This is an optimization exercise on Yosys and OpenROAD, whose aim is small area and a short achievable clock period, not a production implementation.
Function was checked by simulation only, so behaviour that the tests miss may differ from the original.
No activity file was given, so power comes from the tool's default toggle rates.

==> design.v <==
package dense2_pkg;
  localparam int unsigned N_IN      = 120;
  localparam int unsigned N_OUT     = 10;
  localparam int unsigned DW        = 16;
  localparam int unsigned FRAC_BITS = 8;
  localparam int unsigned ACC_W     = 30;
  localparam int unsigned AW        = 7;
  localparam int unsigned IDX_W     = 4;
  localparam logic [DW-1:0] SAT_MAX = {1'b0, {(DW-1){1'b1}}};
  localparam logic [DW-1:0] SAT_MIN = {1'b1, {(DW-1){1'b0}}};
  localparam int unsigned N_ST       = 6;
  localparam int unsigned I_IDLE     = 0;
  localparam int unsigned I_ACCUM    = 1;
  localparam int unsigned I_BIAS_RD  = 2;
  localparam int unsigned I_BIAS_ADD = 3;
  localparam int unsigned I_OUT      = 4;
  localparam int unsigned I_CLASS    = 5;
endpackage
module dense2_neuron_acc
(
  input  logic          clk,
  input  logic          keep,
  input  logic          shift,
  input  logic [29:0]   nxt_s,
  input  logic [29:0]   nxt_c,
  input  logic [7:0]    one,
  input  logic [7:0]    two,
  input  logic [7:0]    neg,
  input  logic [15:0]   w,
  output logic [29:0]   s,
  output logic [29:0]   c
);
  logic [29:0] sn, cn;
  assign s = ~sn;
  assign c = ~cn;
  wire [29:0] sm = (s & {30{keep}}) | (nxt_s & {30{shift}});
  wire [29:0] cm = (c & {30{keep}}) | (nxt_c & {30{shift}});
  wire p1 = ((one[0] & w[0]) ^ neg[0]);
  wire p2 = (((one[0] & w[1]) | (two[0] & w[0])) ^ neg[0]);
  wire p3 = (((one[0] & w[2]) | (two[0] & w[1])) ^ neg[0]);
  wire p4 = (((one[0] & w[3]) | (two[0] & w[2])) ^ neg[0]);
  wire p5 = (((one[0] & w[4]) | (two[0] & w[3])) ^ neg[0]);
  wire p6 = (((one[0] & w[5]) | (two[0] & w[4])) ^ neg[0]);
  wire p7 = (((one[0] & w[6]) | (two[0] & w[5])) ^ neg[0]);
  wire p8 = (((one[0] & w[7]) | (two[0] & w[6])) ^ neg[0]);
  wire p9 = (((one[0] & w[8]) | (two[0] & w[7])) ^ neg[0]);
  wire p10 = (((one[0] & w[9]) | (two[0] & w[8])) ^ neg[0]);
  wire p11 = (((one[0] & w[10]) | (two[0] & w[9])) ^ neg[0]);
  wire p12 = (((one[0] & w[11]) | (two[0] & w[10])) ^ neg[0]);
  wire p13 = (((one[0] & w[12]) | (two[0] & w[11])) ^ neg[0]);
  wire p14 = (((one[0] & w[13]) | (two[0] & w[12])) ^ neg[0]);
  wire p15 = (((one[0] & w[14]) | (two[0] & w[13])) ^ neg[0]);
  wire p16 = (((one[0] & w[15]) | (two[0] & w[14])) ^ neg[0]);
  wire p17 = ~(((one[0] & w[15]) | (two[0] & w[15])) ^ neg[0]);
  wire p18 = ((one[1] & w[0]) ^ neg[1]);
  wire p19 = (((one[1] & w[1]) | (two[1] & w[0])) ^ neg[1]);
  wire p20 = (((one[1] & w[2]) | (two[1] & w[1])) ^ neg[1]);
  wire p21 = (((one[1] & w[3]) | (two[1] & w[2])) ^ neg[1]);
  wire p22 = (((one[1] & w[4]) | (two[1] & w[3])) ^ neg[1]);
  wire p23 = (((one[1] & w[5]) | (two[1] & w[4])) ^ neg[1]);
  wire p24 = (((one[1] & w[6]) | (two[1] & w[5])) ^ neg[1]);
  wire p25 = (((one[1] & w[7]) | (two[1] & w[6])) ^ neg[1]);
  wire p26 = (((one[1] & w[8]) | (two[1] & w[7])) ^ neg[1]);
  wire p27 = (((one[1] & w[9]) | (two[1] & w[8])) ^ neg[1]);
  wire p28 = (((one[1] & w[10]) | (two[1] & w[9])) ^ neg[1]);
  wire p29 = (((one[1] & w[11]) | (two[1] & w[10])) ^ neg[1]);
  wire p30 = (((one[1] & w[12]) | (two[1] & w[11])) ^ neg[1]);
  wire p31 = (((one[1] & w[13]) | (two[1] & w[12])) ^ neg[1]);
  wire p32 = (((one[1] & w[14]) | (two[1] & w[13])) ^ neg[1]);
  wire p33 = (((one[1] & w[15]) | (two[1] & w[14])) ^ neg[1]);
  wire p34 = ~(((one[1] & w[15]) | (two[1] & w[15])) ^ neg[1]);
  wire p35 = ((one[2] & w[0]) ^ neg[2]);
  wire p36 = (((one[2] & w[1]) | (two[2] & w[0])) ^ neg[2]);
  wire p37 = (((one[2] & w[2]) | (two[2] & w[1])) ^ neg[2]);
  wire p38 = (((one[2] & w[3]) | (two[2] & w[2])) ^ neg[2]);
  wire p39 = (((one[2] & w[4]) | (two[2] & w[3])) ^ neg[2]);
  wire p40 = (((one[2] & w[5]) | (two[2] & w[4])) ^ neg[2]);
  wire p41 = (((one[2] & w[6]) | (two[2] & w[5])) ^ neg[2]);
  wire p42 = (((one[2] & w[7]) | (two[2] & w[6])) ^ neg[2]);
  wire p43 = (((one[2] & w[8]) | (two[2] & w[7])) ^ neg[2]);
  wire p44 = (((one[2] & w[9]) | (two[2] & w[8])) ^ neg[2]);
  wire p45 = (((one[2] & w[10]) | (two[2] & w[9])) ^ neg[2]);
  wire p46 = (((one[2] & w[11]) | (two[2] & w[10])) ^ neg[2]);
  wire p47 = (((one[2] & w[12]) | (two[2] & w[11])) ^ neg[2]);
  wire p48 = (((one[2] & w[13]) | (two[2] & w[12])) ^ neg[2]);
  wire p49 = (((one[2] & w[14]) | (two[2] & w[13])) ^ neg[2]);
  wire p50 = (((one[2] & w[15]) | (two[2] & w[14])) ^ neg[2]);
  wire p51 = ~(((one[2] & w[15]) | (two[2] & w[15])) ^ neg[2]);
  wire p52 = ((one[3] & w[0]) ^ neg[3]);
  wire p53 = (((one[3] & w[1]) | (two[3] & w[0])) ^ neg[3]);
  wire p54 = (((one[3] & w[2]) | (two[3] & w[1])) ^ neg[3]);
  wire p55 = (((one[3] & w[3]) | (two[3] & w[2])) ^ neg[3]);
  wire p56 = (((one[3] & w[4]) | (two[3] & w[3])) ^ neg[3]);
  wire p57 = (((one[3] & w[5]) | (two[3] & w[4])) ^ neg[3]);
  wire p58 = (((one[3] & w[6]) | (two[3] & w[5])) ^ neg[3]);
  wire p59 = (((one[3] & w[7]) | (two[3] & w[6])) ^ neg[3]);
  wire p60 = (((one[3] & w[8]) | (two[3] & w[7])) ^ neg[3]);
  wire p61 = (((one[3] & w[9]) | (two[3] & w[8])) ^ neg[3]);
  wire p62 = (((one[3] & w[10]) | (two[3] & w[9])) ^ neg[3]);
  wire p63 = (((one[3] & w[11]) | (two[3] & w[10])) ^ neg[3]);
  wire p64 = (((one[3] & w[12]) | (two[3] & w[11])) ^ neg[3]);
  wire p65 = (((one[3] & w[13]) | (two[3] & w[12])) ^ neg[3]);
  wire p66 = (((one[3] & w[14]) | (two[3] & w[13])) ^ neg[3]);
  wire p67 = (((one[3] & w[15]) | (two[3] & w[14])) ^ neg[3]);
  wire p68 = ~(((one[3] & w[15]) | (two[3] & w[15])) ^ neg[3]);
  wire p69 = ((one[4] & w[0]) ^ neg[4]);
  wire p70 = (((one[4] & w[1]) | (two[4] & w[0])) ^ neg[4]);
  wire p71 = (((one[4] & w[2]) | (two[4] & w[1])) ^ neg[4]);
  wire p72 = (((one[4] & w[3]) | (two[4] & w[2])) ^ neg[4]);
  wire p73 = (((one[4] & w[4]) | (two[4] & w[3])) ^ neg[4]);
  wire p74 = (((one[4] & w[5]) | (two[4] & w[4])) ^ neg[4]);
  wire p75 = (((one[4] & w[6]) | (two[4] & w[5])) ^ neg[4]);
  wire p76 = (((one[4] & w[7]) | (two[4] & w[6])) ^ neg[4]);
  wire p77 = (((one[4] & w[8]) | (two[4] & w[7])) ^ neg[4]);
  wire p78 = (((one[4] & w[9]) | (two[4] & w[8])) ^ neg[4]);
  wire p79 = (((one[4] & w[10]) | (two[4] & w[9])) ^ neg[4]);
  wire p80 = (((one[4] & w[11]) | (two[4] & w[10])) ^ neg[4]);
  wire p81 = (((one[4] & w[12]) | (two[4] & w[11])) ^ neg[4]);
  wire p82 = (((one[4] & w[13]) | (two[4] & w[12])) ^ neg[4]);
  wire p83 = (((one[4] & w[14]) | (two[4] & w[13])) ^ neg[4]);
  wire p84 = (((one[4] & w[15]) | (two[4] & w[14])) ^ neg[4]);
  wire p85 = ~(((one[4] & w[15]) | (two[4] & w[15])) ^ neg[4]);
  wire p86 = ((one[5] & w[0]) ^ neg[5]);
  wire p87 = (((one[5] & w[1]) | (two[5] & w[0])) ^ neg[5]);
  wire p88 = (((one[5] & w[2]) | (two[5] & w[1])) ^ neg[5]);
  wire p89 = (((one[5] & w[3]) | (two[5] & w[2])) ^ neg[5]);
  wire p90 = (((one[5] & w[4]) | (two[5] & w[3])) ^ neg[5]);
  wire p91 = (((one[5] & w[5]) | (two[5] & w[4])) ^ neg[5]);
  wire p92 = (((one[5] & w[6]) | (two[5] & w[5])) ^ neg[5]);
  wire p93 = (((one[5] & w[7]) | (two[5] & w[6])) ^ neg[5]);
  wire p94 = (((one[5] & w[8]) | (two[5] & w[7])) ^ neg[5]);
  wire p95 = (((one[5] & w[9]) | (two[5] & w[8])) ^ neg[5]);
  wire p96 = (((one[5] & w[10]) | (two[5] & w[9])) ^ neg[5]);
  wire p97 = (((one[5] & w[11]) | (two[5] & w[10])) ^ neg[5]);
  wire p98 = (((one[5] & w[12]) | (two[5] & w[11])) ^ neg[5]);
  wire p99 = (((one[5] & w[13]) | (two[5] & w[12])) ^ neg[5]);
  wire p100 = (((one[5] & w[14]) | (two[5] & w[13])) ^ neg[5]);
  wire p101 = (((one[5] & w[15]) | (two[5] & w[14])) ^ neg[5]);
  wire p102 = ~(((one[5] & w[15]) | (two[5] & w[15])) ^ neg[5]);
  wire p103 = ((one[6] & w[0]) ^ neg[6]);
  wire p104 = (((one[6] & w[1]) | (two[6] & w[0])) ^ neg[6]);
  wire p105 = (((one[6] & w[2]) | (two[6] & w[1])) ^ neg[6]);
  wire p106 = (((one[6] & w[3]) | (two[6] & w[2])) ^ neg[6]);
  wire p107 = (((one[6] & w[4]) | (two[6] & w[3])) ^ neg[6]);
  wire p108 = (((one[6] & w[5]) | (two[6] & w[4])) ^ neg[6]);
  wire p109 = (((one[6] & w[6]) | (two[6] & w[5])) ^ neg[6]);
  wire p110 = (((one[6] & w[7]) | (two[6] & w[6])) ^ neg[6]);
  wire p111 = (((one[6] & w[8]) | (two[6] & w[7])) ^ neg[6]);
  wire p112 = (((one[6] & w[9]) | (two[6] & w[8])) ^ neg[6]);
  wire p113 = (((one[6] & w[10]) | (two[6] & w[9])) ^ neg[6]);
  wire p114 = (((one[6] & w[11]) | (two[6] & w[10])) ^ neg[6]);
  wire p115 = (((one[6] & w[12]) | (two[6] & w[11])) ^ neg[6]);
  wire p116 = (((one[6] & w[13]) | (two[6] & w[12])) ^ neg[6]);
  wire p117 = (((one[6] & w[14]) | (two[6] & w[13])) ^ neg[6]);
  wire p118 = (((one[6] & w[15]) | (two[6] & w[14])) ^ neg[6]);
  wire p119 = ~(((one[6] & w[15]) | (two[6] & w[15])) ^ neg[6]);
  wire p120 = ((one[7] & w[0]) ^ neg[7]);
  wire p121 = (((one[7] & w[1]) | (two[7] & w[0])) ^ neg[7]);
  wire p122 = (((one[7] & w[2]) | (two[7] & w[1])) ^ neg[7]);
  wire p123 = (((one[7] & w[3]) | (two[7] & w[2])) ^ neg[7]);
  wire p124 = (((one[7] & w[4]) | (two[7] & w[3])) ^ neg[7]);
  wire p125 = (((one[7] & w[5]) | (two[7] & w[4])) ^ neg[7]);
  wire p126 = (((one[7] & w[6]) | (two[7] & w[5])) ^ neg[7]);
  wire p127 = (((one[7] & w[7]) | (two[7] & w[6])) ^ neg[7]);
  wire p128 = (((one[7] & w[8]) | (two[7] & w[7])) ^ neg[7]);
  wire p129 = (((one[7] & w[9]) | (two[7] & w[8])) ^ neg[7]);
  wire p130 = (((one[7] & w[10]) | (two[7] & w[9])) ^ neg[7]);
  wire p131 = (((one[7] & w[11]) | (two[7] & w[10])) ^ neg[7]);
  wire p132 = (((one[7] & w[12]) | (two[7] & w[11])) ^ neg[7]);
  wire p133 = (((one[7] & w[13]) | (two[7] & w[12])) ^ neg[7]);
  wire p134 = (((one[7] & w[14]) | (two[7] & w[13])) ^ neg[7]);
  wire p135 = (((one[7] & w[15]) | (two[7] & w[14])) ^ neg[7]);
  wire p136 = ~(((one[7] & w[15]) | (two[7] & w[15])) ^ neg[7]);
  wire s137 = neg[1] ^ p3 ^ p18;
  wire c138 = (neg[1] & p3) | (neg[1] & p18) | (p3 & p18);
  wire s139 = p4 ^ p19 ^ c138;
  wire c140 = (p4 & p19) | (p4 & c138) | (p19 & c138);
  wire s141 = neg[2] ^ p5 ^ p20;
  wire c142 = (neg[2] & p5) | (neg[2] & p20) | (p5 & p20);
  wire s143 = p35 ^ s141 ^ c140;
  wire c144 = (p35 & s141) | (p35 & c140) | (s141 & c140);
  wire s145 = p6 ^ p21 ^ p36;
  wire c146 = (p6 & p21) | (p6 & p36) | (p21 & p36);
  wire s147 = c142 ^ s145 ^ c144;
  wire c148 = (c142 & s145) | (c142 & c144) | (s145 & c144);
  wire s149 = neg[3] ^ p7 ^ p22;
  wire c150 = (neg[3] & p7) | (neg[3] & p22) | (p7 & p22);
  wire s151 = p37 ^ p52 ^ c146;
  wire c152 = (p37 & p52) | (p37 & c146) | (p52 & c146);
  wire s153 = s149 ^ s151 ^ c148;
  wire c154 = (s149 & s151) | (s149 & c148) | (s151 & c148);
  wire s155 = p8 ^ p23 ^ p38;
  wire c156 = (p8 & p23) | (p8 & p38) | (p23 & p38);
  wire s157 = p53 ^ c150 ^ s155;
  wire c158 = (p53 & c150) | (p53 & s155) | (c150 & s155);
  wire s159 = c152 ^ s157;
  wire c160 = c152 & s157;
  wire s161 = sm[0] ^ cm[0] ^ neg[4];
  wire c162 = (sm[0] & cm[0]) | (sm[0] & neg[4]) | (cm[0] & neg[4]);
  wire s163 = s161 ^ p9 ^ p24;
  wire c164 = (s161 & p9) | (s161 & p24) | (p9 & p24);
  wire s165 = p39 ^ p54 ^ p69;
  wire c166 = (p39 & p54) | (p39 & p69) | (p54 & p69);
  wire s167 = c156 ^ s163 ^ s165;
  wire c168 = (c156 & s163) | (c156 & s165) | (s163 & s165);
  wire s169 = c158 ^ s167 ^ c160;
  wire c170 = (c158 & s167) | (c158 & c160) | (s167 & c160);
  wire s171 = sm[1] ^ cm[1] ^ c162;
  wire c172 = (sm[1] & cm[1]) | (sm[1] & c162) | (cm[1] & c162);
  wire s173 = p10 ^ p25 ^ p40;
  wire c174 = (p10 & p25) | (p10 & p40) | (p25 & p40);
  wire s175 = p55 ^ p70 ^ s171;
  wire c176 = (p55 & p70) | (p55 & s171) | (p70 & s171);
  wire s177 = c164 ^ c166 ^ s173;
  wire c178 = (c164 & c166) | (c164 & s173) | (c166 & s173);
  wire s179 = s175 ^ c168 ^ s177;
  wire c180 = (s175 & c168) | (s175 & s177) | (c168 & s177);
  wire s181 = sm[2] ^ cm[2] ^ neg[5];
  wire c182 = (sm[2] & cm[2]) | (sm[2] & neg[5]) | (cm[2] & neg[5]);
  wire s183 = s181 ^ p11 ^ p26;
  wire c184 = (s181 & p11) | (s181 & p26) | (p11 & p26);
  wire s185 = p41 ^ p56 ^ p71;
  wire c186 = (p41 & p56) | (p41 & p71) | (p56 & p71);
  wire s187 = p86 ^ c172 ^ c174;
  wire c188 = (p86 & c172) | (p86 & c174) | (c172 & c174);
  wire s189 = s183 ^ s185 ^ c176;
  wire c190 = (s183 & s185) | (s183 & c176) | (s185 & c176);
  wire s191 = s187 ^ c178 ^ s189;
  wire c192 = (s187 & c178) | (s187 & s189) | (c178 & s189);
  wire s193 = sm[3] ^ cm[3] ^ c182;
  wire c194 = (sm[3] & cm[3]) | (sm[3] & c182) | (cm[3] & c182);
  wire s195 = p12 ^ p27 ^ p42;
  wire c196 = (p12 & p27) | (p12 & p42) | (p27 & p42);
  wire s197 = p57 ^ p72 ^ p87;
  wire c198 = (p57 & p72) | (p57 & p87) | (p72 & p87);
  wire s199 = s193 ^ c184 ^ c186;
  wire c200 = (s193 & c184) | (s193 & c186) | (c184 & c186);
  wire s201 = s195 ^ s197 ^ c188;
  wire c202 = (s195 & s197) | (s195 & c188) | (s197 & c188);
  wire s203 = s199 ^ c190 ^ s201;
  wire c204 = (s199 & c190) | (s199 & s201) | (c190 & s201);
  wire s205 = sm[4] ^ cm[4] ^ neg[6];
  wire c206 = (sm[4] & cm[4]) | (sm[4] & neg[6]) | (cm[4] & neg[6]);
  wire s207 = s205 ^ p13 ^ p28;
  wire c208 = (s205 & p13) | (s205 & p28) | (p13 & p28);
  wire s209 = p43 ^ p58 ^ p73;
  wire c210 = (p43 & p58) | (p43 & p73) | (p58 & p73);
  wire s211 = p88 ^ p103 ^ c194;
  wire c212 = (p88 & p103) | (p88 & c194) | (p103 & c194);
  wire s213 = c196 ^ c198 ^ s207;
  wire c214 = (c196 & c198) | (c196 & s207) | (c198 & s207);
  wire s215 = s209 ^ s211 ^ c200;
  wire c216 = (s209 & s211) | (s209 & c200) | (s211 & c200);
  wire s217 = s213 ^ c202 ^ s215;
  wire c218 = (s213 & c202) | (s213 & s215) | (c202 & s215);
  wire s219 = sm[5] ^ cm[5] ^ c206;
  wire c220 = (sm[5] & cm[5]) | (sm[5] & c206) | (cm[5] & c206);
  wire s221 = p14 ^ p29 ^ p44;
  wire c222 = (p14 & p29) | (p14 & p44) | (p29 & p44);
  wire s223 = p59 ^ p74 ^ p89;
  wire c224 = (p59 & p74) | (p59 & p89) | (p74 & p89);
  wire s225 = p104 ^ s219 ^ c208;
  wire c226 = (p104 & s219) | (p104 & c208) | (s219 & c208);
  wire s227 = c210 ^ s221 ^ s223;
  wire c228 = (c210 & s221) | (c210 & s223) | (s221 & s223);
  wire s229 = c212 ^ s225 ^ c214;
  wire c230 = (c212 & s225) | (c212 & c214) | (s225 & c214);
  wire s231 = s227 ^ c216 ^ s229;
  wire c232 = (s227 & c216) | (s227 & s229) | (c216 & s229);
  wire s233 = sm[6] ^ cm[6] ^ neg[7];
  wire c234 = (sm[6] & cm[6]) | (sm[6] & neg[7]) | (cm[6] & neg[7]);
  wire s235 = s233 ^ p15 ^ p30;
  wire c236 = (s233 & p15) | (s233 & p30) | (p15 & p30);
  wire s237 = p45 ^ p60 ^ p75;
  wire c238 = (p45 & p60) | (p45 & p75) | (p60 & p75);
  wire s239 = p90 ^ p105 ^ p120;
  wire c240 = (p90 & p105) | (p90 & p120) | (p105 & p120);
  wire s241 = c220 ^ c222 ^ c224;
  wire c242 = (c220 & c222) | (c220 & c224) | (c222 & c224);
  wire s243 = s235 ^ s237 ^ s239;
  wire c244 = (s235 & s237) | (s235 & s239) | (s237 & s239);
  wire s245 = c226 ^ s241 ^ c228;
  wire c246 = (c226 & s241) | (c226 & c228) | (s241 & c228);
  wire s247 = s243 ^ c230 ^ s245;
  wire c248 = (s243 & c230) | (s243 & s245) | (c230 & s245);
  wire s249 = sm[7] ^ cm[7] ^ c234;
  wire c250 = (sm[7] & cm[7]) | (sm[7] & c234) | (cm[7] & c234);
  wire s251 = p16 ^ p31 ^ p46;
  wire c252 = (p16 & p31) | (p16 & p46) | (p31 & p46);
  wire s253 = p61 ^ p76 ^ p91;
  wire c254 = (p61 & p76) | (p61 & p91) | (p76 & p91);
  wire s255 = p106 ^ p121 ^ s249;
  wire c256 = (p106 & p121) | (p106 & s249) | (p121 & s249);
  wire s257 = c236 ^ c238 ^ c240;
  wire c258 = (c236 & c238) | (c236 & c240) | (c238 & c240);
  wire s259 = s251 ^ s253 ^ c242;
  wire c260 = (s251 & s253) | (s251 & c242) | (s253 & c242);
  wire s261 = s255 ^ s257 ^ c244;
  wire c262 = (s255 & s257) | (s255 & c244) | (s257 & c244);
  wire s263 = c246 ^ s259 ^ s261;
  wire c264 = (c246 & s259) | (c246 & s261) | (s259 & s261);
  wire s265 = 1'b1 ^ sm[8] ^ cm[8];
  wire c266 = (1'b1 & sm[8]) | (1'b1 & cm[8]) | (sm[8] & cm[8]);
  wire s267 = s265 ^ p17 ^ p32;
  wire c268 = (s265 & p17) | (s265 & p32) | (p17 & p32);
  wire s269 = p47 ^ p62 ^ p77;
  wire c270 = (p47 & p62) | (p47 & p77) | (p62 & p77);
  wire s271 = p92 ^ p107 ^ p122;
  wire c272 = (p92 & p107) | (p92 & p122) | (p107 & p122);
  wire s273 = c250 ^ c252 ^ c254;
  wire c274 = (c250 & c252) | (c250 & c254) | (c252 & c254);
  wire s275 = s267 ^ s269 ^ s271;
  wire c276 = (s267 & s269) | (s267 & s271) | (s269 & s271);
  wire s277 = c256 ^ c258 ^ s273;
  wire c278 = (c256 & c258) | (c256 & s273) | (c258 & s273);
  wire s279 = s275 ^ c260 ^ c262;
  wire c280 = (s275 & c260) | (s275 & c262) | (c260 & c262);
  wire s281 = s277 ^ c264 ^ s279;
  wire c282 = (s277 & c264) | (s277 & s279) | (c264 & s279);
  wire s283 = 1'b1 ^ sm[9] ^ cm[9];
  wire c284 = (1'b1 & sm[9]) | (1'b1 & cm[9]) | (sm[9] & cm[9]);
  wire s285 = c266 ^ s283 ^ p33;
  wire c286 = (c266 & s283) | (c266 & p33) | (s283 & p33);
  wire s287 = p48 ^ p63 ^ p78;
  wire c288 = (p48 & p63) | (p48 & p78) | (p63 & p78);
  wire s289 = p93 ^ p108 ^ p123;
  wire c290 = (p93 & p108) | (p93 & p123) | (p108 & p123);
  wire s291 = c268 ^ c270 ^ c272;
  wire c292 = (c268 & c270) | (c268 & c272) | (c270 & c272);
  wire s293 = s285 ^ s287 ^ s289;
  wire c294 = (s285 & s287) | (s285 & s289) | (s287 & s289);
  wire s295 = c274 ^ s291 ^ c276;
  wire c296 = (c274 & s291) | (c274 & c276) | (s291 & c276);
  wire s297 = s293 ^ c278 ^ s295;
  wire c298 = (s293 & c278) | (s293 & s295) | (c278 & s295);
  wire s299 = c280 ^ s297 ^ c282;
  wire c300 = (c280 & s297) | (c280 & c282) | (s297 & c282);
  wire s301 = sm[10] ^ cm[10] ^ c284;
  wire c302 = (sm[10] & cm[10]) | (sm[10] & c284) | (cm[10] & c284);
  wire s303 = p34 ^ p49 ^ p64;
  wire c304 = (p34 & p49) | (p34 & p64) | (p49 & p64);
  wire s305 = p79 ^ p94 ^ p109;
  wire c306 = (p79 & p94) | (p79 & p109) | (p94 & p109);
  wire s307 = p124 ^ s301 ^ c286;
  wire c308 = (p124 & s301) | (p124 & c286) | (s301 & c286);
  wire s309 = c288 ^ c290 ^ s303;
  wire c310 = (c288 & c290) | (c288 & s303) | (c290 & s303);
  wire s311 = s305 ^ c292 ^ s307;
  wire c312 = (s305 & c292) | (s305 & s307) | (c292 & s307);
  wire s313 = c294 ^ s309 ^ c296;
  wire c314 = (c294 & s309) | (c294 & c296) | (s309 & c296);
  wire s315 = s311 ^ c298 ^ s313;
  wire c316 = (s311 & c298) | (s311 & s313) | (c298 & s313);
  wire s317 = 1'b1 ^ sm[11] ^ cm[11];
  wire c318 = (1'b1 & sm[11]) | (1'b1 & cm[11]) | (sm[11] & cm[11]);
  wire s319 = s317 ^ p50 ^ p65;
  wire c320 = (s317 & p50) | (s317 & p65) | (p50 & p65);
  wire s321 = p80 ^ p95 ^ p110;
  wire c322 = (p80 & p95) | (p80 & p110) | (p95 & p110);
  wire s323 = p125 ^ c302 ^ c304;
  wire c324 = (p125 & c302) | (p125 & c304) | (c302 & c304);
  wire s325 = c306 ^ s319 ^ s321;
  wire c326 = (c306 & s319) | (c306 & s321) | (s319 & s321);
  wire s327 = c308 ^ s323 ^ c310;
  wire c328 = (c308 & s323) | (c308 & c310) | (s323 & c310);
  wire s329 = s325 ^ c312 ^ s327;
  wire c330 = (s325 & c312) | (s325 & s327) | (c312 & s327);
  wire s331 = c314 ^ s329 ^ c316;
  wire c332 = (c314 & s329) | (c314 & c316) | (s329 & c316);
  wire s333 = sm[12] ^ cm[12] ^ c318;
  wire c334 = (sm[12] & cm[12]) | (sm[12] & c318) | (cm[12] & c318);
  wire s335 = p51 ^ p66 ^ p81;
  wire c336 = (p51 & p66) | (p51 & p81) | (p66 & p81);
  wire s337 = p96 ^ p111 ^ p126;
  wire c338 = (p96 & p111) | (p96 & p126) | (p111 & p126);
  wire s339 = s333 ^ c320 ^ c322;
  wire c340 = (s333 & c320) | (s333 & c322) | (c320 & c322);
  wire s341 = s335 ^ s337 ^ c324;
  wire c342 = (s335 & s337) | (s335 & c324) | (s337 & c324);
  wire s343 = s339 ^ c326 ^ c328;
  wire c344 = (s339 & c326) | (s339 & c328) | (c326 & c328);
  wire s345 = s341 ^ c330 ^ s343;
  wire c346 = (s341 & c330) | (s341 & s343) | (c330 & s343);
  wire s347 = 1'b1 ^ sm[13] ^ cm[13];
  wire c348 = (1'b1 & sm[13]) | (1'b1 & cm[13]) | (sm[13] & cm[13]);
  wire s349 = s347 ^ p67 ^ p82;
  wire c350 = (s347 & p67) | (s347 & p82) | (p67 & p82);
  wire s351 = p97 ^ p112 ^ p127;
  wire c352 = (p97 & p112) | (p97 & p127) | (p112 & p127);
  wire s353 = c334 ^ c336 ^ c338;
  wire c354 = (c334 & c336) | (c334 & c338) | (c336 & c338);
  wire s355 = s349 ^ s351 ^ c340;
  wire c356 = (s349 & s351) | (s349 & c340) | (s351 & c340);
  wire s357 = s353 ^ c342 ^ s355;
  wire c358 = (s353 & c342) | (s353 & s355) | (c342 & s355);
  wire s359 = c344 ^ s357 ^ c346;
  wire c360 = (c344 & s357) | (c344 & c346) | (s357 & c346);
  wire s361 = sm[14] ^ cm[14] ^ c348;
  wire c362 = (sm[14] & cm[14]) | (sm[14] & c348) | (cm[14] & c348);
  wire s363 = p68 ^ p83 ^ p98;
  wire c364 = (p68 & p83) | (p68 & p98) | (p83 & p98);
  wire s365 = p113 ^ p128 ^ s361;
  wire c366 = (p113 & p128) | (p113 & s361) | (p128 & s361);
  wire s367 = c350 ^ c352 ^ s363;
  wire c368 = (c350 & c352) | (c350 & s363) | (c352 & s363);
  wire s369 = s365 ^ c354 ^ s367;
  wire c370 = (s365 & c354) | (s365 & s367) | (c354 & s367);
  wire s371 = c356 ^ s369 ^ c358;
  wire c372 = (c356 & s369) | (c356 & c358) | (s369 & c358);
  wire s373 = 1'b1 ^ sm[15] ^ cm[15];
  wire c374 = (1'b1 & sm[15]) | (1'b1 & cm[15]) | (sm[15] & cm[15]);
  wire s375 = s373 ^ p84 ^ p99;
  wire c376 = (s373 & p84) | (s373 & p99) | (p84 & p99);
  wire s377 = p114 ^ p129 ^ c362;
  wire c378 = (p114 & p129) | (p114 & c362) | (p129 & c362);
  wire s379 = c364 ^ s375 ^ c366;
  wire c380 = (c364 & s375) | (c364 & c366) | (s375 & c366);
  wire s381 = s377 ^ c368 ^ s379;
  wire c382 = (s377 & c368) | (s377 & s379) | (c368 & s379);
  wire s383 = c370 ^ s381 ^ c372;
  wire c384 = (c370 & s381) | (c370 & c372) | (s381 & c372);
  wire s385 = sm[16] ^ cm[16] ^ c374;
  wire c386 = (sm[16] & cm[16]) | (sm[16] & c374) | (cm[16] & c374);
  wire s387 = p85 ^ p100 ^ p115;
  wire c388 = (p85 & p100) | (p85 & p115) | (p100 & p115);
  wire s389 = p130 ^ s385 ^ c376;
  wire c390 = (p130 & s385) | (p130 & c376) | (s385 & c376);
  wire s391 = s387 ^ c378 ^ s389;
  wire c392 = (s387 & c378) | (s387 & s389) | (c378 & s389);
  wire s393 = c380 ^ s391 ^ c382;
  wire c394 = (c380 & s391) | (c380 & c382) | (s391 & c382);
  wire s395 = 1'b1 ^ sm[17] ^ cm[17];
  wire c396 = (1'b1 & sm[17]) | (1'b1 & cm[17]) | (sm[17] & cm[17]);
  wire s397 = s395 ^ p101 ^ p116;
  wire c398 = (s395 & p101) | (s395 & p116) | (p101 & p116);
  wire s399 = p131 ^ c386 ^ c388;
  wire c400 = (p131 & c386) | (p131 & c388) | (c386 & c388);
  wire s401 = s397 ^ c390 ^ s399;
  wire c402 = (s397 & c390) | (s397 & s399) | (c390 & s399);
  wire s403 = c392 ^ s401 ^ c394;
  wire c404 = (c392 & s401) | (c392 & c394) | (s401 & c394);
  wire s405 = sm[18] ^ cm[18] ^ c396;
  wire c406 = (sm[18] & cm[18]) | (sm[18] & c396) | (cm[18] & c396);
  wire s407 = p102 ^ p117 ^ p132;
  wire c408 = (p102 & p117) | (p102 & p132) | (p117 & p132);
  wire s409 = s405 ^ c398 ^ s407;
  wire c410 = (s405 & c398) | (s405 & s407) | (c398 & s407);
  wire s411 = c400 ^ s409 ^ c402;
  wire c412 = (c400 & s409) | (c400 & c402) | (s409 & c402);
  wire s413 = 1'b1 ^ sm[19] ^ cm[19];
  wire c414 = (1'b1 & sm[19]) | (1'b1 & cm[19]) | (sm[19] & cm[19]);
  wire s415 = s413 ^ p118 ^ p133;
  wire c416 = (s413 & p118) | (s413 & p133) | (p118 & p133);
  wire s417 = c406 ^ c408 ^ s415;
  wire c418 = (c406 & c408) | (c406 & s415) | (c408 & s415);
  wire s419 = c410 ^ s417 ^ c412;
  wire c420 = (c410 & s417) | (c410 & c412) | (s417 & c412);
  wire s421 = sm[20] ^ cm[20] ^ c414;
  wire c422 = (sm[20] & cm[20]) | (sm[20] & c414) | (cm[20] & c414);
  wire s423 = p119 ^ p134 ^ s421;
  wire c424 = (p119 & p134) | (p119 & s421) | (p134 & s421);
  wire s425 = c416 ^ s423 ^ c418;
  wire c426 = (c416 & s423) | (c416 & c418) | (s423 & c418);
  wire s427 = 1'b1 ^ sm[21] ^ cm[21];
  wire c428 = (1'b1 & sm[21]) | (1'b1 & cm[21]) | (sm[21] & cm[21]);
  wire s429 = s427 ^ p135 ^ c422;
  wire c430 = (s427 & p135) | (s427 & c422) | (p135 & c422);
  wire s431 = c424 ^ s429 ^ c426;
  wire c432 = (c424 & s429) | (c424 & c426) | (s429 & c426);
  wire s433 = sm[22] ^ cm[22] ^ c428;
  wire c434 = (sm[22] & cm[22]) | (sm[22] & c428) | (cm[22] & c428);
  wire s435 = p136 ^ s433 ^ c430;
  wire c436 = (p136 & s433) | (p136 & c430) | (s433 & c430);
  wire s437 = 1'b1 ^ sm[23] ^ cm[23];
  wire c438 = (1'b1 & sm[23]) | (1'b1 & cm[23]) | (sm[23] & cm[23]);
  wire s439 = s437 ^ c434 ^ c436;
  wire c440 = (s437 & c434) | (s437 & c436) | (c434 & c436);
  wire s441 = 1'b1 ^ sm[24] ^ cm[24];
  wire c442 = (1'b1 & sm[24]) | (1'b1 & cm[24]) | (sm[24] & cm[24]);
  wire s443 = c438 ^ s441;
  wire c444 = c438 & s441;
  wire s445 = 1'b1 ^ sm[25] ^ cm[25];
  wire c446 = (1'b1 & sm[25]) | (1'b1 & cm[25]) | (sm[25] & cm[25]);
  wire s447 = c442 ^ s445 ^ c444;
  wire c448 = (c442 & s445) | (c442 & c444) | (s445 & c444);
  wire s449 = 1'b1 ^ sm[26] ^ cm[26];
  wire c450 = (1'b1 & sm[26]) | (1'b1 & cm[26]) | (sm[26] & cm[26]);
  wire s451 = c446 ^ s449 ^ c448;
  wire c452 = (c446 & s449) | (c446 & c448) | (s449 & c448);
  wire s453 = 1'b1 ^ sm[27] ^ cm[27];
  wire c454 = (1'b1 & sm[27]) | (1'b1 & cm[27]) | (sm[27] & cm[27]);
  wire s455 = c450 ^ s453 ^ c452;
  wire c456 = (c450 & s453) | (c450 & c452) | (s453 & c452);
  wire s457 = 1'b1 ^ sm[28] ^ cm[28];
  wire c458 = (1'b1 & sm[28]) | (1'b1 & cm[28]) | (sm[28] & cm[28]);
  wire s459 = c454 ^ s457 ^ c456;
  wire c460 = (c454 & s457) | (c454 & c456) | (s457 & c456);
  wire s461 = 1'b1 ^ sm[29] ^ cm[29];
  wire c462 = (1'b1 & sm[29]) | (1'b1 & cm[29]) | (sm[29] & cm[29]);
  wire s463 = c458 ^ s461 ^ c460;
  wire c464 = (c458 & s461) | (c458 & c460) | (s461 & c460);
  wire [8:0] low_sum = {1'b0, c154, s153, s147, s143, s139, s137, p2, p1} + {1'b0, s159, 1'b0, 1'b0, 1'b0, 1'b0, 1'b0, 1'b0, neg[0]};
  always_ff @(posedge clk) begin
    sn <= ~{s463, s459, s455, s451, s447, c440, s439, c432, s431, c420, s419, c404, s403, c384, s383, c360, s359, c332, s331, c300, s299, s281, c248, c232, c218, c204, c192, c180, c170, s169};
    cn <= ~{1'b0, 1'b0, 1'b0, 1'b0, 1'b0, s443, 1'b0, s435, 1'b0, s425, 1'b0, s411, 1'b0, s393, 1'b0, s371, 1'b0, s345, 1'b0, s315, 1'b0, 1'b0, s263, s247, s231, s217, s203, s191, s179, low_sum[8]};
  end
endmodule
module dense2_argmax
(
  input  logic                clk,
  input  logic                rst,
  input  logic                in_valid,
  input  logic                frame_start_in,
  input  logic                frame_end_in,
  input  logic [dense2_pkg::DW-1:0]       dense_input,
  output logic                rom_en,
  output logic [dense2_pkg::AW-1:0]       rom_addr,
  input  logic [dense2_pkg::N_OUT*dense2_pkg::DW-1:0] rom_data,
  output logic                out_valid,
  output logic                frame_start_out,
  output logic                frame_end_out,
  output logic [dense2_pkg::DW-1:0]       logit_out,
  output logic                class_valid,
  output logic [dense2_pkg::IDX_W-1:0]    class_idx,
  output logic                err
);
  localparam int unsigned W = dense2_pkg::ACC_W;
  logic [dense2_pkg::N_ST-1:0]   state;
  logic [dense2_pkg::N_ST-1:0]   state_n;
  logic [dense2_pkg::AW-1:0]     cnt;
  logic              clear;
  logic              take;
  logic              err_c;
  logic              keep_q;
  logic [dense2_pkg::IDX_W-1:0]  out_k;
  logic [dense2_pkg::DW-1:0]     best_val;
  logic [dense2_pkg::IDX_W-1:0]  best_idx;
  logic [W-1:0]      acc_s [dense2_pkg::N_OUT];
  logic [W-1:0]      acc_c [dense2_pkg::N_OUT];
  logic st_idle, st_accum, st_bias_rd, st_bias_add, st_out, st_class;
  assign st_idle     = state[dense2_pkg::I_IDLE];
  assign st_accum    = state[dense2_pkg::I_ACCUM];
  assign st_bias_rd  = state[dense2_pkg::I_BIAS_RD];
  assign st_bias_add = state[dense2_pkg::I_BIAS_ADD];
  assign st_out      = state[dense2_pkg::I_OUT];
  assign st_class    = state[dense2_pkg::I_CLASS];
  logic [dense2_pkg::DW-1:0] sample_n;
  logic [7:0] b_one_n, b_two_n, b_neg_n;
  logic [7:0] b_one, b_two, b_neg;
  always_comb begin
    if (take) begin
      sample_n = dense_input;
    end else if (st_bias_rd) begin
      sample_n = dense2_pkg::DW'(1 << dense2_pkg::FRAC_BITS);
    end else begin
      sample_n = '0;
    end
    for (int k = 0; k < 8; k++) begin
      logic x0, x1, x2;
      x0 = (k == 0) ? 1'b0 : sample_n[2*k-1];
      x1 = sample_n[2*k];
      x2 = sample_n[2*k+1];
      b_one_n[k] = x1 ^ x0;
      b_two_n[k] = (x2 & ~x1 & ~x0) | (~x2 & x1 & x0);
      b_neg_n[k] = x2;
    end
  end
  for (genvar k = 0; k < dense2_pkg::N_OUT; k++) begin : g_neuron
    dense2_neuron_acc u_acc (
      .clk     (clk),
      .keep    (keep_q),
      .shift   (st_out),
      .nxt_s   ((k == dense2_pkg::N_OUT - 1) ? '0 : acc_s[(k + 1) % dense2_pkg::N_OUT]),
      .nxt_c   ((k == dense2_pkg::N_OUT - 1) ? '0 : acc_c[(k + 1) % dense2_pkg::N_OUT]),
      .one     (b_one),
      .two     (b_two),
      .neg     (b_neg),
      .w       (rom_data[k*dense2_pkg::DW +: dense2_pkg::DW]),
      .s       (acc_s[k]),
      .c       (acc_c[k])
    );
  end
  logic start_ok;    
  logic last_idx;    
  logic in_frame;    
  assign start_ok = in_valid && frame_start_in && !frame_end_in;
  assign last_idx = (cnt == dense2_pkg::AW'(dense2_pkg::N_IN - 1));
  assign in_frame = st_accum && in_valid && !frame_start_in;
  assign take   = (st_idle && start_ok) || (st_accum && in_valid);
  assign clear  = in_valid && frame_start_in && ((st_idle && !frame_end_in) || st_accum);
  assign rom_en = !rst && (take || st_bias_rd);
  always_comb begin
    rom_addr = '0;
    if (!rst && in_frame) begin
      rom_addr = cnt;
    end else if (!rst && st_bias_rd) begin
      rom_addr = dense2_pkg::AW'(dense2_pkg::N_IN);
    end
  end
  assign err_c = (st_idle && in_valid && frame_start_in && frame_end_in)
              || (st_accum && in_valid && (frame_start_in || (frame_end_in != last_idx)))
              || (!st_idle && !st_accum && in_valid);
  always_comb begin
    state_n = '0;
    state_n[dense2_pkg::I_IDLE]     = (st_idle && !start_ok)
                                   || (in_frame && (frame_end_in ? !last_idx : last_idx))
                                   || st_class;
    state_n[dense2_pkg::I_ACCUM]    = (st_idle && start_ok)
                                   || (st_accum && !(in_frame && (frame_end_in || last_idx)));
    state_n[dense2_pkg::I_BIAS_RD]  = in_frame && frame_end_in && last_idx;
    state_n[dense2_pkg::I_BIAS_ADD] = st_bias_rd;
    state_n[dense2_pkg::I_OUT]      = st_bias_add
                                   || (st_out && (out_k != dense2_pkg::IDX_W'(dense2_pkg::N_OUT - 1)));
    state_n[dense2_pkg::I_CLASS]    = st_out && (out_k == dense2_pkg::IDX_W'(dense2_pkg::N_OUT - 1));
  end
  logic [W-1:0]  sel_sum;
  logic [dense2_pkg::DW-1:0] logit_c;
  assign sel_sum = acc_s[0] + acc_c[0];
  assign logit_c = (sel_sum[W-1:dense2_pkg::DW-1] == {(W-dense2_pkg::DW+1){sel_sum[W-1]}})
                 ? sel_sum[dense2_pkg::DW-1:0]
                 : (sel_sum[W-1] ? dense2_pkg::SAT_MIN : dense2_pkg::SAT_MAX);
  logic              better;
  logic [dense2_pkg::IDX_W-1:0]  cur_idx;
  assign better  = frame_start_out || ($signed(logit_out) > $signed(best_val));
  assign cur_idx = out_k - dense2_pkg::IDX_W'(1);
  always_ff @(posedge clk) begin
    if (rst) begin
      state           <= dense2_pkg::N_ST'(1) << dense2_pkg::I_IDLE;
      keep_q          <= 1'b0;
      out_valid       <= 1'b0;
      frame_start_out <= 1'b0;
      frame_end_out   <= 1'b0;
      logit_out       <= '0;
      class_valid     <= 1'b0;
      class_idx       <= '0;
      err             <= 1'b0;
    end else begin
      state           <= state_n;
      keep_q          <= !clear && !state_n[dense2_pkg::I_OUT];
      err             <= err_c;
      out_valid       <= st_out;
      frame_start_out <= st_out && (out_k == '0);
      frame_end_out   <= st_out && (out_k == dense2_pkg::IDX_W'(dense2_pkg::N_OUT - 1));
      if (st_out) begin
        logit_out <= logit_c;
      end
      class_valid     <= st_class;
      if (st_class) begin
        class_idx <= better ? cur_idx : best_idx;
      end
    end
  end
  always_ff @(posedge clk) begin
    if (clear) begin
      cnt <= dense2_pkg::AW'(1);
    end else if (take) begin
      cnt <= cnt + dense2_pkg::AW'(1);
    end
    b_one <= b_one_n;
    b_two <= b_two_n;
    b_neg <= b_neg_n;
    if (st_bias_add) begin
      out_k <= '0;
    end else if (st_out) begin
      out_k <= out_k + dense2_pkg::IDX_W'(1);
    end
    if (out_valid && better) begin
      best_val <= logit_out;
      best_idx <= cur_idx;
    end
  end
endmodule
==> flow/run.sh <==
#!/bin/bash
# The standard layout (standard.sh: unchanged synthesis, floorplan, place,
# CTS, route) with three changes:
#  - repair_timing aims for 5.7 ns of setup slack at the design's 11 ns clock;
#  - ports are buffered with buf_2 cells instead of the default delay cells;
#  - after synthesis, invpush.py removes inverters between full-adder cells by
#    flipping adders (a full adder is self-dual), leaving registers, ports and
#    all other cells as synthesis made them.
# Each tool's output goes to a log here; ORFS keeps its step logs under orfs/logs.
set -euo pipefail
sed 's/SETUP_SLACK_MARGIN=[0-9.]*/SETUP_SLACK_MARGIN=5.7 "BUFFER_PORTS_ARGS=-buffer_cell sky130_fd_sc_hd__buf_2"/' standard.sh > standard_margin.sh
grep -q 'SETUP_SLACK_MARGIN=5.7 "BUFFER_PORTS_ARGS' standard_margin.sh
bash standard_margin.sh synth > synth.log 2>&1
NET=orfs/results/sky130hd/dense2_argmax/base/1_2_yosys.v
cp "$NET" 1_2_yosys.standard.v
python3 flow/invpush.py 1_2_yosys.standard.v "$NET" > invpush.log 2>&1
touch "$NET"
bash standard_margin.sh > standard.log 2>&1
==> flow/invpush.py <==
#!/usr/bin/env python3
"""Remove inverters around full adders in a flat Yosys netlist of sky130hd cells.

A full adder is self-dual: FA(~a, ~b, ~c) = (~sum, ~cout). Synthesis often
leaves inverters between adder cells; this flips adders (feeding them the
complement of their inputs, so their outputs carry the complement) where that
lowers the number of inverters, then re-inserts one inverter per net whose
complement is still needed. Registers, ports and all other cells are kept.

usage: invpush.py IN.v OUT.v
"""
import re
import sys

OUTPINS = {"X", "Y", "Q", "Q_N", "SUM", "COUT", "HI", "LO"}
INV = re.compile(r"sky130_fd_sc_hd__inv_\d+$")
FA = re.compile(r"sky130_fd_sc_hd__fa_\d+$")
XOR = re.compile(r"sky130_fd_sc_hd__x(n?)or2_(\d+)$")

src = re.sub(r"\(\*.*?\*\)", "", open(sys.argv[1]).read())
m_first = re.search(r"^\s*sky130_fd_sc_hd__\w+\s", src, re.M)
head = src[:m_first.start()]
tail_i = src.rindex("endmodule")
body = src[m_first.start():tail_i]
tail = src[tail_i:]
if re.search(r"^\s*assign\s", body, re.M) or re.search(r"^\s*assign\s", head, re.M):
    sys.exit("assign statements not supported")

inst_re = re.compile(r"\s*(sky130_fd_sc_hd__\w+)\s+(\\\S+\s|\S+)\s*\((.*?)\);\s*", re.S)
pin_re = re.compile(r"\.(\w+)\(\s*(\\\S+\s|[^()\s]+)\s*\)")
insts = []
pos = 0
while pos < len(body):
    m = inst_re.match(body, pos)
    if not m:
        sys.exit("parse error at: " + body[pos:pos + 200])
    pins = [(p, n.strip()) for p, n in pin_re.findall(m.group(3))]
    insts.append([m.group(1), m.group(2).strip(), pins])
    pos = m.end()

# ports
ports_out = set()
ports_in = set()
for kind, rng, names in re.findall(r"^\s*(input|output)\s+(\[\d+:\d+\]\s+)?([^;]+);", head, re.M):
    for nm in names.split(","):
        nm = nm.strip()
        if rng:
            hi, lo = map(int, re.findall(r"\d+", rng))
            bits = [f"{nm}[{i}]" for i in range(min(hi, lo), max(hi, lo) + 1)]
        else:
            bits = [nm]
        (ports_out if kind == "output" else ports_in).update(bits)

driver = {}
for idx, (typ, name, pins) in enumerate(insts):
    for p, n in pins:
        if p in OUTPINS:
            driver[n] = (idx, p)

def is_inv(idx):
    return INV.match(insts[idx][0]) is not None

# inverters kept as they are: those driving output ports
keep_inv = set()
for idx, (typ, name, pins) in enumerate(insts):
    if is_inv(idx):
        y = dict(pins)["Y"]
        if y in ports_out:
            keep_inv.add(idx)

def root(n):
    par = 0
    seen = 0
    while n in driver and is_inv(driver[n][0]) and driver[n][0] not in keep_inv:
        n = dict(insts[driver[n][0]][2])["A"]
        par ^= 1
        seen += 1
        if seen > 1000:
            sys.exit("inverter loop")
    return n, par

# loads: (inst idx, pin index) -> (root, parity); only non-removed cells
removed = {i for i in range(len(insts)) if is_inv(i) and i not in keep_inv}
loads = []          # [idx, pin_i, root, parity]
for idx, (typ, name, pins) in enumerate(insts):
    if idx in removed:
        continue
    for pi, (p, n) in enumerate(pins):
        if p in OUTPINS or not re.match(r"^(\\\S+|[A-Za-z_][\w$]*(\[\d+\])?)$", n):
            continue
        r, par = root(n)
        loads.append([idx, pi, r, par])
for n in ports_out:
    if n in driver and driver[n][0] in removed:
        sys.exit("port driven by removable inverter: " + n)

fa_idx = [i for i in range(len(insts)) if FA.match(insts[i][0]) or XOR.match(insts[i][0])]
is_fa = {i: FA.match(insts[i][0]) is not None for i in fa_idx}
# FAs whose outputs are ports cannot flip
noflip = set()
for i in fa_idx:
    for p, n in insts[i][2]:
        if p in OUTPINS and n in ports_out:
            noflip.add(i)
flip = {}
out_of = {}   # root net -> driving FA idx (if FA)
for i in fa_idx:
    for p, n in insts[i][2]:
        if p in OUTPINS:
            out_of[n] = i

loads_by_root = {}
loads_by_inst = {}
for L in loads:
    loads_by_root.setdefault(L[2], []).append(L)
    loads_by_inst.setdefault(L[0], []).append(L)

def need(L):
    own = flip.get(L[0], 0) if FA.match(insts[L[0]][0]) else 0
    return L[3] ^ own ^ flip.get(out_of.get(L[2], -1), 0)

cnt = {r: sum(need(L) for L in Ls) for r, Ls in loads_by_root.items()}
def cost():
    return sum(1 for r in cnt if cnt[r] > 0)

def delta(i):
    ch = {}
    for L in (loads_by_inst.get(i, []) if is_fa[i] else []):
        ch[L[2]] = ch.get(L[2], 0) + (1 - 2 * need(L))
    outs = [n for p, n in insts[i][2] if p in OUTPINS]
    for n in outs:
        for L in loads_by_root.get(n, []):
            if L[0] == i:
                continue
            ch[n] = ch.get(n, 0) + (1 - 2 * need(L))
    d = 0
    for r, c in ch.items():
        before = cnt[r] > 0
        after = cnt[r] + c > 0
        d += int(after) - int(before)
    return d, ch

c0 = cost()
# Start from a polarity that satisfies as many adder-to-adder connections as a
# breadth-first walk over them allows, then improve greedily.
if "--nobfs" not in sys.argv:
    fa_set = set(fa_idx) - noflip
    adj = {i: [] for i in fa_set}
    for L in loads:
        g = out_of.get(L[2], -1)
        if L[0] in fa_set and g in fa_set and g != L[0] and is_fa[L[0]]:
            adj[L[0]].append((g, L[3]))
            adj[g].append((L[0], L[3]))
    seen = set()
    from collections import deque
    for s0 in fa_idx:
        if s0 not in fa_set or s0 in seen:
            continue
        seen.add(s0)
        flip[s0] = 0
        dq = deque([s0])
        while dq:
            u = dq.popleft()
            for v, p in adj[u]:
                if v not in seen:
                    seen.add(v)
                    flip[v] = flip.get(u, 0) ^ p
                    dq.append(v)
    cnt = {r: sum(need(L) for L in Ls) for r, Ls in loads_by_root.items()}
    print(f"after walk: {cost()} (from {c0})", file=sys.stderr)
changed = True
rounds = 0
while changed and rounds < 50:
    changed = False
    rounds += 1
    for i in fa_idx:
        if i in noflip:
            continue
        d, ch = delta(i)
        if d < 0:
            flip[i] = flip.get(i, 0) ^ 1
            for r, c in ch.items():
                cnt[r] += c
            changed = True
# Flip whole groups of adders joined by adder-to-adder connections when that helps.
if "--nobfs" not in sys.argv:
    comp = {}
    for s0 in fa_idx:
        if s0 not in fa_set or s0 in comp:
            continue
        comp[s0] = s0
        stack = [s0]
        while stack:
            u = stack.pop()
            for v, p in adj[u]:
                if v not in comp:
                    comp[v] = s0
                    stack.append(v)
    groups = {}
    for i, g in comp.items():
        groups.setdefault(g, []).append(i)
    def gdelta(members):
        ms = set(members)
        affected = set()
        for i in members:
            if is_fa[i]:
                for L in loads_by_inst.get(i, []):
                    affected.add(L[2])
            for p, n in insts[i][2]:
                if p in OUTPINS:
                    affected.add(n)
        before = {r: cnt[r] for r in affected}
        for i in members:
            flip[i] = flip.get(i, 0) ^ 1
        after = {r: sum(need(L) for L in loads_by_root.get(r, [])) for r in affected}
        d = sum(int(after[r] > 0) - int(before[r] > 0) for r in affected)
        return d, after
    for it in range(3):
        improved = False
        for g, members in groups.items():
            if len(members) < 2:
                continue
            d, after = gdelta(members)
            if d < 0:
                cnt.update(after)
                improved = True
            else:
                for i in members:
                    flip[i] = flip.get(i, 0) ^ 1
        changed = True
        rounds2 = 0
        while changed and rounds2 < 50:
            changed = False
            rounds2 += 1
            for i in fa_idx:
                if i in noflip:
                    continue
                d, ch = delta(i)
                if d < 0:
                    flip[i] = flip.get(i, 0) ^ 1
                    for r, c in ch.items():
                        cnt[r] += c
                    changed = True
                    improved = True
        if not improved:
            break
    print(f"groups: {len(groups)}, largest {max(len(m) for m in groups.values())}", file=sys.stderr)
c1 = cost()
assert c1 == sum(1 for r, Ls in loads_by_root.items() if any(need(L) for L in Ls))

# rebuild: a flipped xor becomes an xnor and vice versa
for i in fa_idx:
    m = XOR.match(insts[i][0])
    if m and flip.get(i, 0):
        insts[i][0] = f"sky130_fd_sc_hd__{'xor' if m.group(1) else 'xnor'}2_{m.group(2)}"
        outpin = "X" if m.group(1) else "Y"   # xor2 drives X, xnor2 drives Y
        insts[i][2] = [(outpin if p in ("X", "Y") else p, n) for p, n in insts[i][2]]
# rebuild
inv_net = {}
new_insts = []
k = 0
for r, Ls in loads_by_root.items():
    if any(need(L) for L in Ls):
        k += 1
        nn = f"_ipush_n{k}_"
        inv_net[r] = nn
        new_insts.append(["sky130_fd_sc_hd__inv_1", f"_ipush_i{k}_", [("A", r), ("Y", nn)]])
for L in loads:
    idx, pi, r, par = L
    p, _ = insts[idx][2][pi]
    insts[idx][2][pi] = (p, inv_net[r] if need(L) else r)

def fmt(n):
    return n + " " if n.startswith("\\") else n

out = [head]
for idx, (typ, name, pins) in enumerate(insts + new_insts):
    if idx < len(insts) and idx in removed:
        continue
    out.append(f"  {typ} {fmt(name)} (\n" + ",\n".join(f"    .{p}({fmt(n)})" for p, n in pins) + "\n  );\n")
decl = "".join(f"  wire {n};\n" for n in inv_net.values())
text = "".join(out)
text = text.replace(head, head + decl, 1)
open(sys.argv[2], "w").write(text + tail)
print(f"inverters: {len(removed) + len(keep_inv)} before, {len(keep_inv) + len(inv_net)} after; "
      f"{sum(flip.values())} of {len(fa_idx)} adders flipped; rounds {rounds}", file=sys.stderr)
==> standard.sh <==
#!/bin/bash
# synth_recipe.tcl (not shown) runs the flow's synth.tcl, then flattens the netlist and writes it again
# the make line also repeats each setting of config.mk as NAME=value (left out here)
make -C /OpenROAD-flow-scripts/flow DESIGN_CONFIG=/design/flow/config.mk WORK_HOME=/design/flow/orfs CLKGATE_MAP_FILE= SYNTH_SCRIPT=/design/flow/synth_recipe.tcl "${@:-finish}"
==> config.mk <==
export PLATFORM = sky130hd
export DESIGN_NAME = dense2_argmax
export DESIGN_NICKNAME = dense2_argmax
export VERILOG_FILES = /design/flow/design.v
export SDC_FILE = /design/flow/constraint.sdc
export NUM_CORES = 4
export LEC_CHECK = 0
export ABC_AREA = 1
export CAP_MARGIN = 20
export CORE_MARGIN = 2
export CORE_UTILIZATION = 40
export CTS_BUF_LIST = sky130_fd_sc_hd__clkbuf_4 sky130_fd_sc_hd__clkbuf_8
export PLACE_DENSITY = 0.6
export SETUP_SLACK_MARGIN = 5
export SLEW_MARGIN = 20
==> constraint.sdc <==
create_clock -name core_clock -period 11.0 [get_ports {clk}]
set_input_delay 2.2000 -clock core_clock [delete_from_list [all_inputs] [get_ports {clk}]]
set_output_delay 2.2000 -clock core_clock [all_outputs]
set_load 0.01 [all_outputs]
==> results.toml, run 1 <==
[pwr]
seqPwrFrac_pct = 24.1
p_leak_nw = 25.43
p_int_mw = 8.753
pwr-share-comb_pct = 60.8
swShare_pct = 45.41
powerDensity_nw_per_um2 = 200.7
peakVddDrop_mv = 0.1172
netSwitchingPower_mw = 7.281
clkPwrFrac_pct = 15.1

[drt]
wl_per_cell_um = 26.54
viasPerCell = 6.090
dr.pass1.iters = 6
vias = 58310
ant_nets = 0
first_iter_violations = 5256
drt_wl_total_um = 254100
drc_errors = 0

[final_layout]
fin_nets = 8824
areaGrowthSynthToFinish_pct = 10.01
final_cell_mix = "o22ai_1, fa_1, xor2_1"
final_common_cell = "o22ai_1"
final_cell_area_um2 = 79900
final_cells = 9574
fillers = 17010
drive_gt1_share_pct = 16.25

[clock_tree]
cts_made_buffers = 110
cts_htree_levels = 3
clkTransAtPathRegs_ps = 60
clk_path_buf_depth = 3
cts_root_buffer = "clkbuf_8"
cts_tree = "yes"
clock_latency_ps = 880
clock_sinks = 546
postCtsHoldBufs = 0

[worst_setup_path]
start_kind = "input pin"
critical_path.cell_chain = "buf_4, nand2_2, inv_2, nand3_4, nand2_4, buf_12, nor2_1, inv_1, nand2_1, inv_1, buf_2"
timing.critical_path.slowest_stage_cell = "buf_4"
critPathKind = "in2out"
critPathMaxFanout = 3
worst_ep_required_time_ps = 8800
critPathTopFamily = "buffers and inverters"
critPathBufInv = 6
regToRegSetupSlack_ps = 5800
worst_setup_path_end_kind = "output port"
crit_path_max_incr_delay_ps = 130
cp_common_cell = "inv_1"
crit_arrival_ps = 3090

[place]
place_hpwl_um = 166400
place_congestion = 0.9316
numPortBuffers = 213
place_area_um2 = 77130
dp_slack_ps = 5031
dp.cells = 9362

[sta]
clock_skew_ps = 58.41
rsz0062_at_grt = "yes"
fin_ws_ps = 5708
tightest_slew_ps = 1113
min_period_ps = 5292
fmax_mhz = 189.0
finalCritPeriodShare_pct = 48.11
max-slew-margin-rel_pct = 25.72
setup_viol = 0
tns_ps = 0
final-hold-violation-count = 0
maxSlewViolCount = 0

[die]
start_util_pct = 40.23
chipWidth_um = 430.1
io_pins = 214
num_rows = 156
die_area_um2 = 185000
fp.coreArea_um2 = 180500
die_h_um = 430.1

[yosys]
postSynthCellCount = 7386
syn_area_per_cell_um2 = 9.833
synth-warning-count = 4
synth_area_um2 = 72630
syn-num-nets = 9096

[grt]
grt_usage_pct = 27.34
grt_pass1_wl_um = 390000
antenna_found_initial = 8
grt_max_degree = 182
gr-total-overflow = 0
first_global_vias = 64520

[status]
status = "finished clean"

[min_path]
hp-class = "reg2reg"

[flow_run]
cap_violations = 0
==> timing repair <==
action,4_1_cts,5_1_grt
hold endpoints to repair,0,0
pin swaps,2,1
setup endpoints to repair,90,69
buffers inserted,4,2
resized for setup,20,23
gates cloned,3,1
==> flip-flops by register name (all words and copies together), names as in the netlist, 4 cells and up <==
name               count
b_neg                  8
g_neuron.u_acc.cn    160
out_k                  4
logit_out             16
b_one                  8
b_two                  8
g_neuron.u_acc.sn    300
state                  6
cnt                    7
class_idx              4
best_idx               4
best_val              16
==> worst paths after layout <==
path                                   to  cells after the start            from
setup / recovery                   rom_en                     11  frame_start_in
hold / removal               class_idx[0]                      2    class_idx[0]
setup reg to reg  g_neuron[0].u_acc.sn[9]                     11          keep_q
hold reg to reg              class_idx[0]                      2    class_idx[0]
==> per-layer routing <==
layer | GRT usage, % | vias up | wire, µm
li1 | - | 24070 | -
met1 | 33.49 | 30050 | 95900
met2 | 46.07 | 3261 | 122200
met3 | 5.096 | 920 | 22330
met4 | 13.77 | 4 | 13610
met5 | 0 | - | 23
==> tightest hold or removal path, stage by stage, from the launching register on <==
cell and delay, ps:
dfxtp_1 320, nand2_1 50, o21ai_0 50
==> stage by stage <==
| step | hold slack [ps] | total power [mW] | utilization, % |
|---|---|---|---|
| after floorplan | 414.8 | 11.04 | - |
| after global placement | 437.3 | 13.22 | 42.72 |
| after detailed placement | 443.8 | 13.68 | 42.72 |
| after CTS | 459.7 | 16.14 | 44.19 |
| after global routing | 481.2 | 17.83 | 44.25 |
| final | 452.0 | 16.03 | 44.26 |
==> power groups by stage <==
| stage | logic, mW | registers, mW | clock network, mW |
|---|---|---|---|
| after detailed placement | 9.85 | 3.84 | 0 |
| after global placement | 9.38 | 3.84 | 0 |
| final | 9.75 | 3.86 | 2.42 |
| after floorplan | 7.61 | 3.43 | 0 |
| after global routing | 11.4 | 3.91 | 2.54 |
| after CTS | 9.86 | 3.81 | 2.46 |
==> layout make-up <==
class | count | area, µm² | share of cell area [%]
antenna | 4 | 10.01 | 0.01253
clock buffer | 161 | 2078 | 2.601
clock inverter | 37 | 364.1 | 0.4557
inverter | 816 | 3759 | 4.704
multi-input combinational | 5346 | 57510 | 71.98
sequential | 546 | 11150 | 13.96
tap | 2370 | 2965 | 3.711
timing repair buffer | 294 | 2061 | 2.579
==> run 2: changes to the inputs <==
--- a/config.mk
+++ b/config.mk
@@ -10,6 +10,6 @@
 export CORE_MARGIN = 2
 export CORE_UTILIZATION = 40
 export CTS_BUF_LIST = sky130_fd_sc_hd__clkbuf_4 sky130_fd_sc_hd__clkbuf_8
-export PLACE_DENSITY = 0.6
+export PLACE_DENSITY = 0.7
 export SETUP_SLACK_MARGIN = 5
 export SLEW_MARGIN = 20
==> results.toml, run 2 <==
[worst_setup_path]
start_kind = "input pin"
critPathMaxFanout = 3
critPathKind = "in2out"
worst_ep_required_time_ps = 8800
crit_arrival_ps = 3090
worst_setup_path_end_kind = "output port"

[yosys]
syn-num-nets = 9096
synth-warning-count = 4
postSynthCellCount = 7386
synth_area_um2 = 72630
syn_area_per_cell_um2 = 9.833

[final_layout]
postLayoutCoreUtil_pct = 44.18
fin_nets = 8825
final_cells = 9575
reg_top3 = "g_neuron.u_acc.sn x300, g_neuron.u_acc.cn x160"
final_cell_mix = "o22ai_1, fa_1, xor2_1"
areaGrowthSynthToFinish_pct = 9.830
regArea_um2 = 11150
fillers = 16690
final_cell_area_um2 = 79770
largest-register = "g_neuron.u_acc.sn"
multi_input_area_um2 = 57530
largest_register_ff_count = 300
drive_gt1_share_pct = 16.41
final_common_cell = "o22ai_1"

[die]
die_area_um2 = 185000
chipWidth_um = 430.1
io_pins = 214
fp.coreArea_um2 = 180500
die_h_um = 430.1
start_util_pct = 40.23
num_rows = 156

[sta]
max-slew-margin-rel_pct = 25.75
fmax_mhz = 188.9
setup_viol = 0
maxSlewViolCount = 0
tightest_slew_ps = 1114
min_period_ps = 5293
final-hold-violation-count = 0
rsz0062_at_grt = "yes"
clock_skew_ps = 60.26
tns_ps = 0
whs_ps = 476.6
finalCritPeriodShare_pct = 48.12

[flow_run]
cap_violations = 0

[grt]
first_global_vias = 65650
gr-total-overflow = 0
grt_max_degree = 154
antenna_found_initial = 9
grt_pass1_wl_um = 382400
grt_usage_pct = 26.64

[clock_tree]
cts_htree_levels = 3
cts_tree = "yes"
clock_latency_ps = 860
clk_path_buf_depth = 3
postCtsHoldBufs = 0
cts_made_buffers = 105
clkTransAtPathRegs_ps = 60
cts_root_buffer = "clkbuf_8"
clock_sinks = 546

[drt]
vias = 59300
dr.pass1.iters = 7
viasPerCell = 6.193
drt_wl_total_um = 249500
first_iter_violations = 5687
drc_errors = 0
wl_per_cell_um = 26.06
ant_nets = 0

[place]
place_area_um2 = 77070
place_hpwl_um = 167200
dp.cells = 9366
numPortBuffers = 213
place_congestion = 0.9194

[pwr]
swShare_pct = 45.72
pwr-share-comb_pct = 61.5
seqPwrFrac_pct = 24.1
p_int_mw = 8.681
clkPwrFrac_pct = 14.4
netSwitchingPower_mw = 7.311
p_leak_nw = 25.37
powerDensity_nw_per_um2 = 200.5
peakVddDrop_mv = 0.1248

[status]
status = "finished clean"

[min_path]
hp-class = "reg2reg"
## run 2: routing by layer
metal,vias to the layer above,global-route usage [%],share of wire [%]
li1,24100,-,-
met5,-,0,0.011
met3,1152,6.353,11
met4,4,14.33,5.8
met1,30020,31.49,35
met2,4031,44.75,48
## run 2: stage by stage
| step | worst slack (ps) | power, mW |
|---|---|---|
| 2_1_floorplan | 5599 | 11.04 |
| 3_3_place_gp | 5088 | 13.07 |
| 3_5_place_dp | 5044 | 13.70 |
| 4_1_cts | 5693 | 16.00 |
| 5_1_grt | 5638 | 17.66 |
| 6_report | 5707 | 15.99 |
## run 2: power groups by stage
stage | clock [mW] | combinational [mW] | sequential [mW]
after floorplan | 0 | 7.61 | 3.43
after global placement | 0 | 9.25 | 3.82
after detailed placement | 0 | 9.87 | 3.83
after CTS | 2.32 | 9.89 | 3.80
after global routing | 2.40 | 11.4 | 3.90
final | 2.30 | 9.83 | 3.86
## run 2: cell type report
type	instances	area share, %
Multi-Input combinational cell	5346	72.12
Sequential cell	546	13.98
Inverter	816	4.757
Tap cell	2370	3.717
Clock buffer	164	2.563
Timing Repair Buffer	299	2.533
Clock inverter	31	0.3090
Timing Repair inverter	1	0.01098
Antenna cell	2	0.006274
## run 2: worst max-delay path, stage by stage
cell and delay, ps:
buf_4 140, nand2_2 70, inv_2 50, nand3_4 70, nand2_4 60, buf_12 130
nor2_4 70, inv_2 50, nand2_2 60, inv_2 60, buf_6 120
## run 2: final timing paths
path | depth (start not counted) | endpoint | slack (ps) | from
setup / recovery | 11 | rom_en | 5710 | frame_start_in
hold / removal | 2 | class_idx[2] | 480 | class_idx[2]
setup reg to reg | 11 | g_neuron[8].u_acc.sn[9] | 5740 | b_one[6]
hold reg to reg | 2 | class_idx[2] | 480 | class_idx[2]
## run 2: repair_timing
item / 4_1_cts / 5_1_grt
endpoints found under the setup margin: 85 / 60
pin swaps: 1 / 2
gates resized for setup: 35 / 31
gates cloned: 2 / 1
setup buffers: 5 / 3
endpoints found under the hold margin: 0 / 0

## re-timing with driven ports
The results above use ideal ports. As a check the final layouts listed here were re-extracted and re-timed, cells and wires unchanged. Step 1, drivers: a clkbuf_16 drives clk and a buf_2 each remaining input, both assumed. Step 2 also shifts input and output timing later by t, the mid clock arrival at the registers, as if the neighbouring blocks saw the same clock. a / b / c = ideal ports / drivers / drivers and shift; a / b = the first two.
| run | t (ns) | setup WS [ns] | worst data-port slew with drivers (ns) |
|---|---|---|---|
| run 1 | 0.934 | 5.708 / 5.682 / 4.979 | 0.12 |
| run 2 | 0.913 | 5.707 / 5.614 / 4.981 | 0.11 |
After both steps every run listed still meets setup and hold. The setup slack of run 1, which loses most, moves by -0.026 ns with the drivers and by -0.729 ns with both steps.
